From an optimization exercise on the open Yosys and OpenROAD flow, aimed at small area, a short achievable clock period and few clock cycles per item; shortcuts taken in it are not production practice. The RTL was checked by simulation tests, not by an equivalence proof against the original design. Power is estimated from default activity; no workload was simulated.

Setup of try-indigo:
Design mesm6_alu, start of the top module:
module mesm6_alu (
    input  logic        clk,
    input  logic        rst_n,
    input  logic [3:0]  op,
    input  logic        wy,
    input  logic [47:0] a,
    input  logic [47:0] b,
    output logic [47:0] acc,
    output logic [47:0] y,
    output logic        done
);
For scale: about 5700 cells after synthesis, roughly 140 flip-flops, roughly 30000 sq um of cells after synthesis.
Settings: LEC_CHECK=0, ABC_AREA=1, CAP_MARGIN=20, CORE_MARGIN=2, CORE_UTILIZATION=60, SETUP_SLACK_MARGIN=2.0, SLEW_MARGIN=20; clock period 7.5 ns.
standard.sh (not shown) runs the stock make flow with config.mk's settings and CLKGATE_MAP_FILE= SYNTH_SCRIPT=/design/flow/synth_recipe.tcl, a recipe that flattens the netlist after the stock synthesis.
==> flow/flow/run.sh <==
#!/bin/bash
# The standard layout (the standard.sh), with three changes:
#  - synthesis maps adders to plain gates, which ABC maps with the rest of
#    the logic, instead of extracting them into the library's full- and
#    half-adder cells;
#  - ABC maps the logic with flow/abc_map.script (structural choices, then
#    mapping for a 2.5 ns target with area recovery) instead of the flow's
#    area script; the synthesis is otherwise synth_recipe.tcl unchanged;
#  - the buffer on each input and output port is a buf_4 rather than the
#    flow's default choice of a delay buffer.
# ORFS keeps each step's log under orfs/logs/; make's own output goes to
# flow_make.log in this folder.
set -euo pipefail
here=$(pwd)
{
    echo "proc abc {args} {"
    echo "    set i [lsearch -exact \$args -script]"
    echo "    if {\$i >= 0} { lset args [expr {\$i + 1}] $here/flow/abc_map.script }"
    echo "    yosys abc {*}\$args"
    echo "}"
    cat synth_recipe.tcl
} > synth_abc.tcl
bash standard.sh ADDER_MAP_FILE= "BUFFER_PORTS_ARGS=-buffer_cell sky130_fd_sc_hd__buf_4" \
    SYNTH_SCRIPT="$here/synth_abc.tcl" finish > flow_make.log 2>&1
==> flow/flow/abc_map.script <==
strash
dch
map -D 2500
topo
stime -c
buffer -c
upsize -c
dnsize -c
The flow ended early for try-indigo: it failed with a tool error in global routing (5_1_grt).
Testbench counts of try-indigo, summed over its fixed seeds: cycles 9,600, ops 4,800.
Input-level comparison between try-sierra and try-indigo:
- CORE_UTILIZATION now 55, was 60
- SETUP_SLACK_MARGIN now 1.5, was 2.0
### Flow results
try-sierra: all stages complete, timing, DRC and antenna checks passed
Post-CTS setup repair buffer count: try-sierra lower than try-indigo
Half-perimeter wire length after placement sits higher in try-sierra than in try-indigo.
Row x dimension of the die: try-sierra higher / try-indigo lower
As far as post-synthesis instance area is concerned, try-sierra and try-indigo perform about the same.
| overall die height | try-sierra vs try-indigo | 10 um higher |
Between try-indigo and try-sierra, the flow reports number of placed instances with taps included increasing slightly.
Between try-sierra and try-indigo, it is try-sierra whose total number of placement rows is higher, by about 5%.
Changes in try-garnet relative to try-sierra:
- CORE_UTILIZATION: 55 -> 60
==> flow/flow/run.sh <==
#!/bin/bash
# The standard layout (the standard.sh), with two changes:
#  - synthesis maps adders to plain gates, which ABC maps with the rest of
#    the logic, instead of extracting them into the library's full- and
#    half-adder cells;
#  - the buffer on each input and output port is a buf_4 rather than the
#    flow's default choice of a delay buffer.
# ORFS keeps each step's log under orfs/logs/; make's own output goes to
# flow_make.log in this folder.
set -euo pipefail
bash standard.sh ADDER_MAP_FILE= "BUFFER_PORTS_ARGS=-buffer_cell sky130_fd_sc_hd__buf_4" finish > flow_make.log 2>&1
removed: flow/flow/abc_map.script
==> comparison <==
- The flow did not stop early for try-sierra: all stages ran, and the layout cleared the timing, design-rule and antenna checks.
- Having completed the whole flow, try-garnet delivered a layout that passed the timing, design-rule and antenna checks.
- Diff try-sierra -> try-garnet | routed length on met3 | down by a few percent
- try-garnet does better than try-sierra on half-perimeter wire length after detailed placement.
- met1 track utilization from global routing is higher on try-sierra
- The capturing instance or port of the critical path comes out acc[41] in one run and acc[29] in the other, namely in try-sierra and try-garnet respectively.
- In the tables for try-garnet and try-sierra, area added between synthesis and finish reads higher with try-sierra.
- Comparing try-garnet and try-sierra, the higher footprint of the multi-input gates is on try-garnet.
> inputs changed (try-garnet -> try-zinc)
- swapping 60 for 55 in CORE_UTILIZATION
- swapping 1.5 for 1.75 in SETUP_SLACK_MARGIN
==> run notes <==
Compared with try-garnet, in try-zinc end-of-flow core utilization went down 3.8 points, worst setup slack up 130 ps.
try-zinc gives more worst slack at placement than try-garnet did.
Looking at number of global-route vias before repair, try-zinc sits 2.0% below try-garnet.
try-garnet has higher switching share of total power than try-zinc.
Taking try-garnet as the reference point, the clock input transition at the sequential cells of the worst setup and hold paths of try-zinc rises by 30 ps.


mesm6_alu, a different RTL version from the one above (not shown whole).
Size: ~6400 cells after synthesis, about 140 flip-flops, roughly 200 I/O pins, ~0.032 mm² of cells after synthesis.
// mesm6_alu
module mesm6_alu (
    input  logic        clk,
    input  logic        rst_n,
    input  logic [3:0]  op,
    input  logic        wy,
    input  logic [47:0] a,
    input  logic [47:0] b,
    output logic [47:0] acc,
    output logic [47:0] y,
    output logic        done
);
==> flow/config.mk <==
export PLATFORM = sky130hd
export DESIGN_NAME = mesm6_alu
export DESIGN_NICKNAME = mesm6_alu
export VERILOG_FILES = /design/flow/design.v
export SDC_FILE = /design/flow/constraint.sdc
export NUM_CORES = 4
export LEC_CHECK = 0
export ABC_AREA = 1
export CAP_MARGIN = 20
export CORE_MARGIN = 2
export CORE_UTILIZATION = 60
export SETUP_SLACK_MARGIN = 1.5
export SLEW_MARGIN = 20
==> flow/constraint.sdc <==
create_clock -name core_clock -period 7.5 [get_ports {clk}]
set_input_delay 1.5000 -clock core_clock [delete_from_list [all_inputs] [get_ports {clk}]]
set_output_delay 1.5000 -clock core_clock [all_outputs]
set_load 0.01 [all_outputs]
==> flow/flow/run.sh <==
#!/bin/bash
# The standard layout (the standard.sh), with two changes:
#  - synthesis maps adders to plain gates, which ABC maps with the rest of
#    the logic, instead of extracting them into the library's full- and
#    half-adder cells;
#  - the buffer on each input and output port is a buf_4 rather than the
#    flow's default choice of a delay buffer.
# ORFS keeps each step's log under orfs/logs/; make's own output goes to
# flow_make.log in this folder.
set -euo pipefail
bash standard.sh ADDER_MAP_FILE= "BUFFER_PORTS_ARGS=-buffer_cell sky130_fd_sc_hd__buf_4" finish > flow_make.log 2>&1
Testbench counts at the start, summed over its fixed seeds: cycles 9,600, ops 4,800.
Change:
==> flow/flow/run.sh (replaced) <==
#!/bin/bash
# The standard layout (the standard.sh), with three changes:
#  - synthesis maps adders to plain gates, which ABC maps with the rest of
#    the logic, instead of extracting them into the library's full- and
#    half-adder cells;
#  - ABC maps the logic with flow/abc_map.script (structural choices, then
#    mapping for a 2.5 ns target with area recovery) instead of the flow's
#    area script; the synthesis is otherwise synth_recipe.tcl unchanged;
#  - the buffer on each input and output port is a buf_4 rather than the
#    flow's default choice of a delay buffer.
# ORFS keeps each step's log under orfs/logs/; make's own output goes to
# flow_make.log in this folder.
set -euo pipefail
here=$(pwd)
{
    echo "proc abc {args} {"
    echo "    set i [lsearch -exact \$args -script]"
    echo "    if {\$i >= 0} { lset args [expr {\$i + 1}] $here/flow/abc_map.script }"
    echo "    yosys abc {*}\$args"
    echo "}"
    cat synth_recipe.tcl
} > synth_abc.tcl
bash standard.sh ADDER_MAP_FILE= "BUFFER_PORTS_ARGS=-buffer_cell sky130_fd_sc_hd__buf_4" \
    SYNTH_SCRIPT="$here/synth_abc.tcl" finish > flow_make.log 2>&1
==> flow/flow/abc_map.script (new file) <==
strash
dch
map -D 2500
topo
stime -c
buffer -c
upsize -c
dnsize -c
Settings changed: CORE_UTILIZATION 60 to 55.
The new run passed the timing, design-rule and antenna checks. Design area came out lower slightly. Total power came out higher by a little under a tenth. Non-clock buffer count came out higher by 68. Global-route usage came out lower by 0.66 points. Via count came out lower by a few percent. Synthesized area came out lower by a few percent. Clock skew is about the same. Register-to-register slack improves by 770 ps. Synthesized cell count came out lower by roughly a tenth. Cell count came out lower by a little under a tenth.

static timing again, ports no longer ideal:
The results above use ideal ports. As a check the final layouts listed here were re-extracted and re-timed, cells and wires unchanged.
Step 1, drivers: a clkbuf_16 drives clk and a buf_2 each remaining input, both assumed.
Step 2 also shifts input and output timing later by t, the mid clock arrival at the registers, as if the neighbouring blocks saw the same clock.
Three values: ideal ports, drivers, drivers and shift; two values: the first two.
run | t (ns) | setup slack, ns | worst hold slack (ns) | clock arrival spread, ns | worst slew at a driven data input, ns
try-sierra | 0.522 | 1.104 / 1.047 / 0.913 | 0.843 / 0.810 / 1.002 | 0.035 / 0.035 | 0.05
try-garnet | 0.510 | 1.554 / 1.502 / 1.162 | 0.843 / 0.840 / 1.020 | 0.022 / 0.021 | 0.10
try-zinc | 0.522 | 1.687 / 1.624 / 1.382 | 0.851 / 0.825 / 1.021 | 0.033 / 0.034 | 0.08
the first run of note 2 | 0.517 | 1.521 / 1.468 / 1.076 | 0.845 / 0.818 / 1.064 | 0.022 / 0.022 | 0.11
the second run of note 2 | 0.515 | 1.285 / 1.229 / 0.961 | 0.840 / 0.810 / 1.005 | 0.028 / 0.028 | 0.07
After both steps every run listed still meets setup and hold. The setup slack of the first run of note 2, which loses most, moves by -0.053 ns with the drivers and by -0.445 ns with both steps.
